Background: an optimization exercise with open tools, aiming at small area. Do not read the settings as production practice. RTL that was checked went through simulation tests only; none was proved equivalent to the original. Power is estimated from default activity; no workload was simulated.

== lane 1 ==
==> flow/design.v <==
`timescale 1ns/10ps
module sme_top (
    input  logic       clk,
    input  logic       rst_n,
    input  logic [7:0] chardata,
    input  logic       isstring,
    input  logic       ispattern,
    output logic       out_valid,
    output logic       match,
    output logic [4:0] match_index
);
    localparam logic [7:0] CHR_START = 8'h5E;    
    localparam logic [7:0] CHR_END   = 8'h24;    
    localparam logic [7:0] CHR_ANY   = 8'h2E;    
    localparam logic [7:0] CHR_SPACE = 8'h20;
    localparam logic [1:0] ST_IDLE = 2'd0;
    localparam logic [1:0] ST_WAIT = 2'd1;
    localparam logic [1:0] ST_SCAN = 2'd2;
    localparam logic [1:0] ST_END  = 2'd3;
    logic isstring_d;
    logic ispattern_d;
    logic sstart;
    logic pstart;
    logic pend;
    always_ff @(posedge clk) begin
        isstring_d <= isstring;
    end
    always_ff @(posedge clk or negedge rst_n) begin
        if (!rst_n) ispattern_d <= 1'b0;
        else        ispattern_d <= ispattern;
    end
    assign sstart = isstring & ~isstring_d;
    assign pstart = ispattern & ~ispattern_d;
    assign pend   = ispattern_d & ~ispattern;
    logic [255:0] sring;     
    logic [4:0]   ph;        
    logic [4:0]   lm1;       
    logic [7:0]   ch;
    always_ff @(posedge clk) begin
        sring <= {(isstring ? chardata : sring[7:0]), sring[255:8]};
        ph    <= sstart ? 5'd1 : ph + 5'd1;
        if (isstring) lm1 <= isstring_d ? ph : 5'd0;
    end
    assign ch = sring[7:0];
    logic [63:0] pring;      
    logic [2:0]  rotl;       
    logic [2:0]  rotf;       
    logic [7:0]  first;
    logic [7:0]  last;
    logic        anch;
    logic        lastdol;
    logic        caret_only; 
    logic [4:0]  dcnt;       
    logic        in_caret;
    logic        in_dol;
    logic [7:0]  in_elem;
    assign in_caret = (chardata == CHR_START);
    assign in_dol   = (chardata == CHR_END);
    assign in_elem  = (in_caret | in_dol) ? CHR_SPACE : chardata;
    always_ff @(posedge clk) begin
        pring <= {(ispattern ? in_elem : pring[7:0]), pring[63:8]};
        rotl  <= ispattern ? 3'd0 : rotl + 3'd1;
        rotf  <= pstart    ? 3'd0 : rotf + 3'd1;
        if (pstart)    anch       <= in_caret;
        if (ispattern) lastdol    <= in_dol;
        if (ispattern) caret_only <= pstart & in_caret;
        if (pstart)          dcnt <= ph + 5'd1;
        else if (!ispattern) dcnt <= dcnt + 5'd1;
    end
    always_comb begin
        for (int i = 0; i < 8; i++) begin
            first[i] = (rotf == 3'(7 - i));
            last[i]  = (rotl == 3'(7 - i));
        end
    end
    logic       ph0;
    logic [7:0] rst_q;       
    logic [7:0] r_next;
    logic       full;
    logic       end_hit;
    assign ph0 = (ph == 5'd0);
    always_comb begin
        for (int i = 0; i < 8; i++) begin
            logic [7:0] e;
            logic       m;
            logic       chain;
            e         = pring[8*i +: 8];
            m         = (e == CHR_ANY) || (e == ch);
            chain     = ph0 ? (first[(i + 7) % 8] & anch) : rst_q[i];
            r_next[i] = (first[i] | chain) & m;
        end
    end
    always_ff @(posedge clk) begin
        rst_q <= r_next;
    end
    assign full    = |(last & r_next);
    assign end_hit = lastdol & (|(last & (first | rst_q)));
    logic [1:0] state;
    logic       go;
    logic       scanning;
    logic       hit;
    logic       lastc;
    logic       result_now;
    logic       result_hit;
    logic [4:0] idx;
    assign go       = (state == ST_WAIT) || (state == ST_IDLE && pend);
    assign scanning = (state == ST_SCAN) || (go && ph0);
    assign hit      = full | caret_only;
    assign lastc    = (ph == lm1);
    assign result_now = (scanning && hit) || (state == ST_END);
    assign result_hit = scanning ? hit : end_hit;
    assign idx        = dcnt + {4'd0, anch & ~caret_only};
    always_ff @(posedge clk or negedge rst_n) begin
        if (!rst_n) begin
            state <= ST_IDLE;
        end else if (scanning) begin
            state <= hit ? ST_IDLE : (lastc ? ST_END : ST_SCAN);
        end else if (go) begin
            state <= ST_WAIT;
        end else begin
            state <= ST_IDLE;
        end
    end
    always_ff @(posedge clk or negedge rst_n) begin
        if (!rst_n) begin
            out_valid   <= 1'b0;
            match       <= 1'b0;
            match_index <= '0;
        end else begin
            out_valid   <= result_now;
            match       <= result_now & result_hit;
            match_index <= (result_now & result_hit) ? idx : 5'd0;
        end
    end
endmodule
make LEC_CHECK=0 ABC_AREA=1 CAP_MARGIN=20 CORE_MARGIN=2 CORE_UTILIZATION=70 CTS_BUF_LIST=sky130_fd_sc_hd__clkbuf_8 CTS_CLUSTER_DIAMETER=50 CTS_CLUSTER_SIZE=20 SLEW_MARGIN=20 finish   # period 8.0 ns
run.sh (not shown) runs the stock make flow with config.mk's settings and CLKGATE_MAP_FILE= SYNTH_SCRIPT=/design/flow/synth_recipe.tcl, a recipe that flattens the netlist after the stock synthesis.
Modified inputs, lane 2 compared to lane 1
- a change of ABC_AREA from 1 to 0
[summary]
Lane 2 against lane 1; cell area is down by a few percent. End point of the critical path: match_index[1] -> lane 2, dcnt[1] -> lane 1. Row number of DRC markers after the initial detailed-route iteration: lane 2 lower / lane 1 higher. Going from lane 1 to lane 2, final sequential cell count barely changed, met3 routed wirelength climbed about 0.6%, cell count after placement dropped about 17%, multi-input logic area dropped 0.65%.
Function was not checked in any run of this note: the RTL went through the layout flow alone.

---

Another version of the RTL of sme_top (not shown whole).
For scale: ~630 cells after synthesis, about 360 flip-flops, about 19 I/O pins, about 9100 um^2 of cells after synthesis.
export LEC_CHECK = 0
export ABC_AREA = 0
export CAP_MARGIN = 20
export CORE_MARGIN = 2
export CORE_UTILIZATION = 70
export SLEW_MARGIN = 20
create_clock -name core_clock -period 8.0 [get_ports {clk}]
standard.sh (not shown) runs the stock make flow with config.mk's settings and CLKGATE_MAP_FILE= SYNTH_SCRIPT=/design/flow/synth_recipe.tcl, a recipe that flattens the netlist after the stock synthesis.
==> flow/flow/run.sh <==
#!/bin/bash
# The standard layout (standard.sh) with three changed knobs:
#  - abc maps the logic with an area-oriented script (flow/area.abc); the
#    rest of the standard synthesis, and so every register, is unchanged
#  - the port buffers are buf_1
#  - the clock tree uses clkbuf_4 and no dummy loads
# Each tool's full output stays in its log under orfs/logs; make's output
# goes to standard_make.log.
set -euo pipefail
HERE=$(pwd)

orig_synth=$(grep -o 'SYNTH_SCRIPT=[^ ]*' standard.sh | head -1 | cut -d= -f2-)
orig_synth=${orig_synth//\'/}
cat > "$HERE/flow_synth.tcl" <<EOT
proc abc {args} {
  set i [lsearch -exact \$args -script]
  if {\$i >= 0} { set args [lreplace \$args \$i [expr {\$i + 1}]] }
  yosys abc -script $HERE/flow/area.abc {*}\$args
}
source $orig_synth
EOT
sed "s#SYNTH_SCRIPT=[^ ]*#SYNTH_SCRIPT=$HERE/flow_synth.tcl#" standard.sh > standard_area.sh

export BUFFER_PORTS_ARGS="-buffer_cell sky130_fd_sc_hd__buf_1"
export CTS_ARGS="-sink_clustering_enable -repair_clock_nets -sink_clustering_size 16 -sink_clustering_max_diameter 40 -buf_list {sky130_fd_sc_hd__clkbuf_4 sky130_fd_sc_hd__clkbuf_8} -dont_use_dummy_load"
bash standard_area.sh > standard_make.log 2>&1
==> flow/flow/area.abc <==
&get -n
&st
&dch
&nf -R 1000
&put
Then changed:
--- a/flow/flow/run.sh
+++ b/flow/flow/run.sh
@@ -23,4 +23,4 @@
 
 export BUFFER_PORTS_ARGS="-buffer_cell sky130_fd_sc_hd__buf_1"
-export CTS_ARGS="-sink_clustering_enable -repair_clock_nets -sink_clustering_size 16 -sink_clustering_max_diameter 40 -buf_list {sky130_fd_sc_hd__clkbuf_4 sky130_fd_sc_hd__clkbuf_8} -dont_use_dummy_load"
+export CTS_ARGS="-sink_clustering_enable -repair_clock_nets -sink_clustering_size 10 -sink_clustering_max_diameter 60 -buf_list sky130_fd_sc_hd__clkbuf_4 -dont_use_dummy_load"
 bash standard_area.sh > standard_make.log 2>&1
=> The changed run ran to the end with no violations. Clock skew stays flat. Sequential cell count does not change. Fmax rose by 2.2%. Cell count rose by 0.82%. Sequential power hardly moves. Critical path depth stays the same. Worst hold slack improves by 0.031 ns. Die area is unchanged. Combinational power is about the same. Register-to-register slack hardly moves.

---

## the previous run
Another version of the RTL of sme_top (not shown whole).
Size in the first run: ~350 flip-flops, roughly 19 I/O pins, roughly 9700 sq um of cells after synthesis.
export LEC_CHECK = 0
export ABC_AREA = 0
export CAP_MARGIN = 20
export CORE_MARGIN = 2
export CORE_UTILIZATION = 70
export CTS_BUF_LIST = sky130_fd_sc_hd__clkbuf_4
export CTS_CLUSTER_DIAMETER = 40
export CTS_CLUSTER_SIZE = 12
export SLEW_MARGIN = 20
create_clock -name core_clock -period 8.0 [get_ports {clk}]
run.sh (not shown) runs the stock make flow with config.mk's settings and CLKGATE_MAP_FILE= SYNTH_SCRIPT=/design/flow/synth_recipe.tcl, a recipe that flattens the netlist after the stock synthesis.
Stock flow here: none of the scripts above is used.
### the previous run -> the current run
Settings: CTS_CLUSTER_DIAMETER: 40 -> unset; CTS_CLUSTER_SIZE: 12 -> unset; CTS_BUF_LIST: sky130_fd_sc_hd__clkbuf_4 -> unset.
==> flow/flow/run.sh (new file) <==
#!/bin/bash
# The standard layout (standard.sh) with three changed knobs:
#  - adders are left to abc rather than mapped to adder cells, and abc
#    maps the logic with an area-oriented script (flow/area.abc); the rest
#    of the standard synthesis, and so every register, is unchanged
#  - the port buffers are buf_1
#  - the clock tree uses clkbuf_4 and no dummy loads
# Each tool's full output stays in its log under orfs/logs; make's output
# goes to standard_make.log.
set -euo pipefail
HERE=$(pwd)

orig_synth=$(grep -o 'SYNTH_SCRIPT=[^ ]*' standard.sh | head -1 | cut -d= -f2-)
orig_synth=${orig_synth//\'/}
cat > "$HERE/flow_synth.tcl" <<EOT
proc extract_fa {args} { puts "extract_fa skipped: adders go to abc" }
proc abc {args} {
  set i [lsearch -exact \$args -script]
  if {\$i >= 0} { set args [lreplace \$args \$i [expr {\$i + 1}]] }
  yosys abc -script $HERE/flow/area.abc {*}\$args
}
source $orig_synth
EOT
sed "s#SYNTH_SCRIPT=[^ ]*#SYNTH_SCRIPT=$HERE/flow_synth.tcl#" standard.sh > standard_area.sh

export BUFFER_PORTS_ARGS="-buffer_cell sky130_fd_sc_hd__buf_1"
export CTS_ARGS="-sink_clustering_enable -repair_clock_nets -sink_clustering_size 12 -sink_clustering_max_diameter 40 -buf_list sky130_fd_sc_hd__clkbuf_4 -dont_use_dummy_load"
bash standard_area.sh > standard_make.log 2>&1
==> flow/flow/area.abc (new file) <==
strash
&get -n
&fraig -x
&put
scorr
dc2
strash
&get -n
&deepsyn -T 10
&dch -f
&nf -R 1000 -p -F 10 -A 10 -C 32
&put
==> flow/standard.sh (new file) <==
#!/bin/bash
# synth_recipe.tcl (not shown) runs the flow's synth.tcl, then flattens the netlist and writes it again
# the make line also repeats each setting of config.mk as NAME=value (left out here)
make -C /OpenROAD-flow-scripts/flow DESIGN_CONFIG=/design/flow/config.mk WORK_HOME=/design/flow/orfs CLKGATE_MAP_FILE= SYNTH_SCRIPT=/design/flow/synth_recipe.tcl "${@:-finish}"
removed: flow/run.sh
--- outcome ---
Between the current run and the previous run, it is the current run whose floorplan die area is lower, by 8.2%. The power in sequential cells of the current run and that of the previous run are within noise of each other. The dominant combinational cell family by area after synthesis comes out simple AND/OR/NAND/NOR gates in one run and compound AO/OA/AOI/OAI gates in the other, namely in the current run and the previous run respectively. The current run vs the previous run: area of the core down by a few percent. Summary of the current run over the previous run: site row count went down 1, net switching component of the power decreased by 16% relative to the old numbers, final cell area excluding filler cells lost 1000 sq um. In the tables for the previous run and the current run, depth of the worst register-to-register path reads lower with the previous run. Higher filler cell count goes to the previous run over the current run. Critical path depth delta for the current run relative to the previous run: 4 lower. Looking at synthesized area per cell, the current run sits 0.66 sq um higher than the previous run does.

---

Another version of the RTL of sme_top (not shown whole).
For scale: about 350 flip-flops, ~19 I/O pins, about 8900 um^2 of cells after synthesis.
Settings: LEC_CHECK=0, ABC_AREA=0, CAP_MARGIN=20, CORE_MARGIN=2, CORE_UTILIZATION=70, SLEW_MARGIN=20; clock period 8.0 ns.
standard.sh (not shown) runs the stock make flow with config.mk's settings and CLKGATE_MAP_FILE= SYNTH_SCRIPT=/design/flow/synth_recipe.tcl, a recipe that flattens the netlist after the stock synthesis.
==> flow/flow/run.sh <==
#!/bin/bash
# The standard layout (standard.sh) with three changed knobs:
#  - adders are left to abc rather than mapped to adder cells, and abc
#    maps the logic with an area-oriented script (flow/area.abc); the rest
#    of the standard synthesis, and so every register, is unchanged
#  - the port buffers are buf_1
#  - the clock tree uses clkbuf_4 and no dummy loads
# Each tool's full output stays in its log under orfs/logs; make's output
# goes to standard_make.log.
set -euo pipefail
HERE=$(pwd)

orig_synth=$(grep -o 'SYNTH_SCRIPT=[^ ]*' standard.sh | head -1 | cut -d= -f2-)
orig_synth=${orig_synth//\'/}
cat > "$HERE/flow_synth.tcl" <<EOT
proc extract_fa {args} { puts "extract_fa skipped: adders go to abc" }
proc abc {args} {
  set i [lsearch -exact \$args -script]
  if {\$i >= 0} { set args [lreplace \$args \$i [expr {\$i + 1}]] }
  yosys abc -script $HERE/flow/area.abc {*}\$args
}
source $orig_synth
EOT
sed "s#SYNTH_SCRIPT=[^ ]*#SYNTH_SCRIPT=$HERE/flow_synth.tcl#" standard.sh > standard_area.sh

export BUFFER_PORTS_ARGS="-buffer_cell sky130_fd_sc_hd__buf_1"
export CTS_ARGS="-sink_clustering_enable -repair_clock_nets -sink_clustering_size 14 -sink_clustering_max_diameter 30 -buf_list sky130_fd_sc_hd__clkbuf_4 -dont_use_dummy_load"
bash standard_area.sh > standard_make.log 2>&1
==> flow/flow/area.abc <==
strash
&get -n
&fraig -x
&put
scorr
dc2
strash
&get -n
&deepsyn -T 10
&dch -f
&nf -R 1000 -p -F 10 -A 10 -C 32
&put
The starting point completed without violations.
==> next run, changes <==
--- a/flow/flow/run.sh
+++ b/flow/flow/run.sh
@@ -25,4 +25,4 @@
 
 export BUFFER_PORTS_ARGS="-buffer_cell sky130_fd_sc_hd__buf_1"
-export CTS_ARGS="-sink_clustering_enable -repair_clock_nets -sink_clustering_size 14 -sink_clustering_max_diameter 30 -buf_list sky130_fd_sc_hd__clkbuf_4 -dont_use_dummy_load"
+export CTS_ARGS="-sink_clustering_enable -repair_clock_nets -sink_clustering_size 12 -sink_clustering_max_diameter 40 -buf_list sky130_fd_sc_hd__clkbuf_4 -dont_use_dummy_load"
 bash standard_area.sh > standard_make.log 2>&1
==> flow/flow/area.abc (replaced) <==
strash
&get -n
&fraig -x
&put
scorr
dc2
strash
&get -n
&deepsyn -T 10
&dch -f
&nf -R 1000 -p
&put
Result: The changed run finished with timing, DRC and antenna clean. Final cell count falls by about 0.7%. Worst setup slack degrades by 0.078 ns. First-iteration DRC count rises by about 11%. Total power went down by 1.5%. Fmax went down by about 1.5%. Clock power is lower by 6.0%.

---

Setup of cedar:
sme_top, a different RTL version from the one above (not shown whole).
Size: roughly 360 flip-flops, ~9400 µm² of cells after synthesis.
export LEC_CHECK = 0
export ABC_AREA = 0
export CAP_MARGIN = 20
export CORE_MARGIN = 2
export CORE_UTILIZATION = 70
export CTS_BUF_LIST = sky130_fd_sc_hd__clkbuf_8
export CTS_CLUSTER_DIAMETER = 50
export CTS_CLUSTER_SIZE = 20
export SLEW_MARGIN = 20
create_clock -name core_clock -period 8.0 [get_ports {clk}]
==> flow/flow/run.sh <==
#!/bin/bash
# The standard layout with two changed knobs: smaller port buffers and a
# clock tree without dummy loads. Each tool's output goes to its own log.
set -euo pipefail
export BUFFER_PORTS_ARGS="-buffer_cell sky130_fd_sc_hd__buf_1"
export CTS_ARGS="-sink_clustering_enable -repair_clock_nets -sink_clustering_size 12 -sink_clustering_max_diameter 40 -buf_list sky130_fd_sc_hd__clkbuf_4 -dont_use_dummy_load"
bash standard.sh > standard_make.log 2>&1
cedar: PASS, flow complete, no timing, DRC or antenna violations
Edits applied to the flow inputs when going from cedar to quartz:
==> flow/flow/run.sh <==
#!/bin/bash
# The standard layout with two changed knobs: smaller port buffers and a
# clock tree without dummy loads. Each tool's output goes to its own log.
set -euo pipefail
export BUFFER_PORTS_ARGS="-buffer_cell sky130_fd_sc_hd__buf_1"
export CTS_ARGS="-sink_clustering_enable -repair_clock_nets -sink_clustering_size 20 -sink_clustering_max_diameter 50 -buf_list sky130_fd_sc_hd__clkbuf_8 -dont_use_dummy_load"
bash standard.sh > standard_make.log 2>&1
--- outcome ---
- quartz completed end to end with timing, DRC and antenna clean.
- | portion of the clock cycle consumed by the worst path in the final layout | quartz vs cedar | 2.1 points higher |
- Cell count is higher on cedar
- Between cedar and quartz, slew of the pin with the lowest slew margin is higher for quartz, cedar comes in under that.

-- re-timing with driven ports --
No port has a modelled driver above. Below, the same layouts with a new extraction and two added sets of constraints. Step 1 sets driving cells, clkbuf_16 on the clock port and buf_2 on the other inputs (assumed; they add their load-dependent delay and slew). Step 2 adds t to the input delays and takes it off the output delays; t is the mean of the earliest and latest rising clock arrival at the registers after step 1. Input paths then give back, and output paths get back, about the clock's delay inside the block. Three values: ideal ports, drivers, drivers and shift; two values: the first two.
run	t, ns	setup slack, ns	hold WS [ns]	clock arrival spread, ns
lane 1	0.582	4.703 / 4.720 / 4.138	0.328 / 0.328 / 0.328	0.022 / 0.022
lane 2	0.581	4.797 / 4.810 / 4.230	0.326 / 0.326 / 0.326	0.022 / 0.023
the first run of note 2	0.524	4.095 / 4.098 / 3.575	0.281 / 0.281 / 0.281	0.053 / 0.053
the second run of note 2	0.635	4.179 / 4.180 / 3.544	0.312 / 0.312 / 0.312	0.058 / 0.057
the previous run	0.662	2.219 / 2.182 / 2.844	0.292 / 0.292 / 0.292	0.055 / 0.054
the current run	0.593	3.241 / 3.207 / 3.800	0.316 / 0.316 / 0.316	0.058 / 0.058
the first run of note 4	0.644	3.034 / 3.000 / 3.644	0.286 / 0.286 / 0.286	0.080 / 0.080
the second run of note 4	0.609	2.956 / 2.919 / 3.527	0.311 / 0.311 / 0.311	0.065 / 0.065
cedar	0.639	4.596 / 4.596 / 3.957	0.283 / 0.283 / 0.283	0.068 / 0.067
quartz	0.543	4.425 / 4.426 / 3.883	0.267 / 0.267 / 0.267	0.060 / 0.060
After both steps setup and hold are still met in every run listed. For cedar, which loses most, drivers alone change the setup slack by 0.000 ns; drivers and shift together by -0.639 ns.
